What follows belongs to an exercise in optimizing a design on an open flow for small area and a short achievable clock period; a production flow would make more cautious choices.
Only simulation tests tie the RTL to the original design; equivalence was not proved.
Power figures rest on the tool's default switching activity, not on a simulated workload.

Design sliding_window_maximum_core, start of the top module:
module sliding_window_maximum_core #(
    parameter int WINDOW_MAX   = swm_pkg::WINDOW_MAX_DEF,
    parameter int SAMPLE_WIDTH = swm_pkg::SAMPLE_WIDTH_DEF,
    parameter int TDATA_W      = ((SAMPLE_WIDTH + 7) / 8) * 8
) (
    input  logic                      i_clk,
    input  logic                      i_rst_n,
    input  logic                      i_s_tvalid,
    output logic                      o_s_tready,
    input  logic [TDATA_W-1:0]        i_s_tdata,    
    input  logic                      i_s_tuser,    
    output logic                      o_m_tvalid,
    input  logic                      i_m_tready,
    output logic [TDATA_W-1:0]        o_m_tdata,    
    input  logic                      i_cfg_we,
    input  logic [swm_pkg::CFG_W-1:0] i_cfg_wdata
);
==> flow/config.mk <==
export PLATFORM = sky130hd
export DESIGN_NAME = sliding_window_maximum_core
export DESIGN_NICKNAME = sliding_window_maximum_core
export VERILOG_FILES = /design/flow/design.v
export SDC_FILE = /design/flow/constraint.sdc
export NUM_CORES = 4
export LEC_CHECK = 0
export CAP_MARGIN = 20
export CORE_MARGIN = 2
export CORE_UTILIZATION = 45
export CTS_CLUSTER_DIAMETER = 110
export CTS_CLUSTER_SIZE = 22
export SETUP_SLACK_MARGIN = 2.7
export SLEW_MARGIN = 20
export SYNTH_HIERARCHICAL = 1
==> flow/constraint.sdc <==
create_clock -name core_clock -period 5.0 [get_ports {i_clk}]
set_input_delay 1.0000 -clock core_clock [delete_from_list [all_inputs] [get_ports {i_clk}]]
set_output_delay 1.0000 -clock core_clock [all_outputs]
set_load 0.01 [all_outputs]
standard.sh (not shown) runs the stock make flow with config.mk's settings and CLKGATE_MAP_FILE= SYNTH_SCRIPT=/design/flow/synth_recipe.tcl, a recipe that flattens the netlist after the stock synthesis.
==> flow/flow/run.sh <==
#!/bin/bash
# Layout: the standard flow, with buf_4 as the port buffer cell instead of the
# cell buffer_ports picks by itself. ORFS's own logs stay under orfs/logs.
set -euo pipefail
export BUFFER_PORTS_ARGS="-buffer_cell sky130_fd_sc_hd__buf_4"
bash standard.sh > standard.log 2>&1
Then changed:
--- a/flow/design.v
+++ b/flow/design.v
@@ -109,24 +109,37 @@
     assign y = !(a & b & c);
 endmodule
 module swm_nand4 (input logic a, input logic b, input logic c, input logic d,
                   output logic y);
     assign y = !(a & b & c & d);
 endmodule
 module swm_nor3 (input logic a, input logic b, input logic c, output logic y);
     assign y = !(a | b | c);
 endmodule
 module swm_inv (input logic a, output logic y);
     assign y = !a;
 endmodule
+module swm_a22oi (input logic a1, input logic a2, input logic b1, input logic b2,
+                  output logic y);
+    assign y = !((a1 & a2) | (b1 & b2));
+endmodule
+module swm_recent_sel (
+    input  logic k_is2,
+    input  logic k_is3,
+    input  logic new_gt,
+    input  logic pair_gt,
+    output logic y
+);
+    assign y = k_is2 || (k_is3 ? !new_gt : !pair_gt);
+endmodule
 module swm_or2 (input logic a, input logic b, output logic y);
     assign y = a | b;
 endmodule
 module swm_o21ai (input logic a1, input logic a2, input logic b1, output logic y);
     assign y = !((a1 | a2) & b1);
 endmodule
 module swm_a21oi (input logic a1, input logic a2, input logic b1, output logic y);
     assign y = !((a1 & a2) | b1);
 endmodule
 module swm_gt #(
     parameter bit CIN = 1'b0
 ) (
@@ -299,25 +312,27 @@
     logic [SAMPLE_WIDTH-1:0]   sample;
     logic [6:0]                win_k;
     logic                      k_is1;
     logic                      k_is2;
     logic                      k_is3;
     logic                      k_ge5;
     logic [NFLAG-1:0]                   in_window;
     logic [NSLOT-1:0][SAMPLE_WIDTH-1:0] value;
     logic [NFLAG-1:0]                   cand;
     logic [NFLAG-1:0]                   oldest;
     logic [SAMPLE_WIDTH-1:0]            picked_n;
     logic r_out_empty;
-    swm_or2 u_s_tready (.a(r_out_empty), .b(i_m_tready), .y(o_s_tready));
+    logic s_tready_n;
+    swm_nor2 u_s_tready_n (.a(r_out_empty), .b(i_m_tready), .y(s_tready_n));
+    swm_inv  u_s_tready   (.a(s_tready_n), .y(o_s_tready));
     assign accept     = i_s_tvalid && (r_out_empty || i_m_tready);
     assign advance    = accept && !i_cfg_we;
     assign sample     = i_s_tdata[SAMPLE_WIDTH-1:0] ^ SIGN;
     logic [6:0] cfg_k;
     always_comb begin
         if (i_cfg_wdata == '0) begin
             cfg_k = 7'd1;
         end else if (32'(i_cfg_wdata) > 32'(WINDOW_MAX)) begin
             cfg_k = 7'(WINDOW_MAX);
         end else begin
             cfg_k = 7'(i_cfg_wdata);
         end
@@ -405,45 +420,56 @@
     logic                    part_gt_recent;
     logic                    take_sample;
     logic                    take_part;
     logic [SAMPLE_WIDTH-1:0] result;
     logic [SAMPLE_WIDTH-1:0] pair_next;
     logic [SAMPLE_WIDTH-1:0] recent_next;
     swm_gt #(.CIN(1'b1)) u_new_s    (.i_a(sample),   .i_b_n(~r_new),    .o_ngt(new_gt_sample));
     swm_gt #(.CIN(1'b1)) u_pair_s   (.i_a(sample),   .i_b_n(~r_pair),   .o_ngt(pair_gt_sample));
     swm_gt #(.CIN(1'b1)) u_recent_s (.i_a(sample),   .i_b_n(~r_recent), .o_ngt(recent_gt_sample));
     swm_gt #(.CIN(1'b1)) u_part_s   (.i_a(sample),   .i_b_n(r_part_n),  .o_ngt(part_gt_sample));
     swm_gt #(.CIN(1'b1)) u_part_r   (.i_a(r_recent), .i_b_n(r_part_n),  .o_ngt(part_gt_recent));
     logic                    load_out;
-    logic                    load_sample;
-    logic [SAMPLE_WIDTH-1:0] older_max;
-    logic [SAMPLE_WIDTH-1:0] older_tc;    
-    logic [SAMPLE_WIDTH-1:0] out_keep;
+    logic                    sel_x, sel_p, sel_r, sel_h;
+    logic                    recent_sel;
+    logic [SAMPLE_WIDTH-1:0] part_tc;
+    logic [SAMPLE_WIDTH-1:0] recent_tc;
     logic [SAMPLE_WIDTH-1:0] out_next;
     always_comb begin
         take_sample = k_is1 || (!recent_gt_sample && (!k_ge5 || !part_gt_sample));
         take_part   = k_ge5 && part_gt_recent;
         load_out    = advance && emit;
-        load_sample = load_out && take_sample;
+        sel_x       = load_out && take_sample;
+        sel_p       = load_out && !take_sample && take_part;
+        sel_r       = load_out && !take_sample && !take_part;
+        sel_h       = !load_out;
         pair_next   = new_gt_sample ? r_new : sample;
-        recent_next = (k_is2 || !(k_is3 ? new_gt_sample : pair_gt_sample)) ? sample
-                    : k_is3 ? r_new : r_pair;
+        recent_next = recent_sel ? sample : (k_is3 ? r_new : r_pair);
     end
-    assign older_tc = older_max ^ SIGN;
+    swm_recent_sel u_recent_sel (
+        .k_is2   (k_is2),
+        .k_is3   (k_is3),
+        .new_gt  (new_gt_sample),
+        .pair_gt (pair_gt_sample),
+        .y       (recent_sel)
+    );
+    assign part_tc   = ~r_part_n ^ SIGN;
+    assign recent_tc = r_recent ^ SIGN;
     genvar bi;
     generate
         for (bi = 0; bi < SAMPLE_WIDTH; bi++) begin : g_out
-            swm_mux2 u_older (.s(take_part),   .a1(!r_part_n[bi]), .a0(r_recent[bi]),  .y(older_max[bi]));
-            swm_mux2 u_keep  (.s(load_out),    .a1(older_tc[bi]),  .a0(r_out[bi]),     .y(out_keep[bi]));
-            swm_mux2 u_next  (.s(load_sample), .a1(i_s_tdata[bi]), .a0(out_keep[bi]),  .y(out_next[bi]));
+            logic t_xp, t_rh;
+            swm_a22oi u_xp (.a1(sel_x), .a2(i_s_tdata[bi]), .b1(sel_p), .b2(part_tc[bi]),   .y(t_xp));
+            swm_a22oi u_rh (.a1(sel_r), .a2(recent_tc[bi]), .b1(sel_h), .b2(r_out[bi]),     .y(t_rh));
+            swm_nand2 u_or (.a(t_xp), .b(t_rh), .y(out_next[bi]));
         end
     endgenerate
     always_ff @(posedge i_clk) begin
         if (!i_rst_n) begin
             r_k         <= 7'(swm_pkg::WINDOW_RESET);
             r_fill      <= '0;
             r_ready     <= 1'b1;
             r_out_valid <= 1'b0;
             r_out_empty <= 1'b1;
         end else begin
             if (i_cfg_we) begin
                 r_k     <= cfg_k;
Outcome: The changed run went through all stages and came out clean. Worst setup slack improves by 96 ps. Combinational power decreases slightly. Cell count barely changes. Clock power increases by a few percent. Non-clock buffer count went down by 39. Core utilization goes up by 0.10 points. Global-route usage goes up by 0.30 points. Die area decreases slightly. Fmax rises by a few percent. Power goes up slightly.

what the ideal ports hide:
No port has a modelled driver above. Below, the same layouts with a new extraction and two added sets of constraints.
Step 1: set_driving_cell puts a clkbuf_16 on i_clk and a buf_2 on each other input, an assumption about the parent block.
Step 2 also shifts input and output timing later by t, the mid clock arrival at the registers, as if the neighbouring blocks saw the same clock.
Three values: no drivers, after step 1, after step 2; two values: the first two.
run	t, ns	slack for setup (ns)	latest minus earliest clock arrival (ns)	pins driven straight from the clock port
the first run	0.766	2.524 / 2.510 / 1.862	0.052 / 0.051	1
the second run	0.786	2.620 / 2.567 / 1.975	0.051 / 0.051	1
After both steps every run listed still meets setup and hold. For the first run, which loses most, drivers alone change the setup slack by -0.014 ns; drivers and shift together by -0.662 ns.
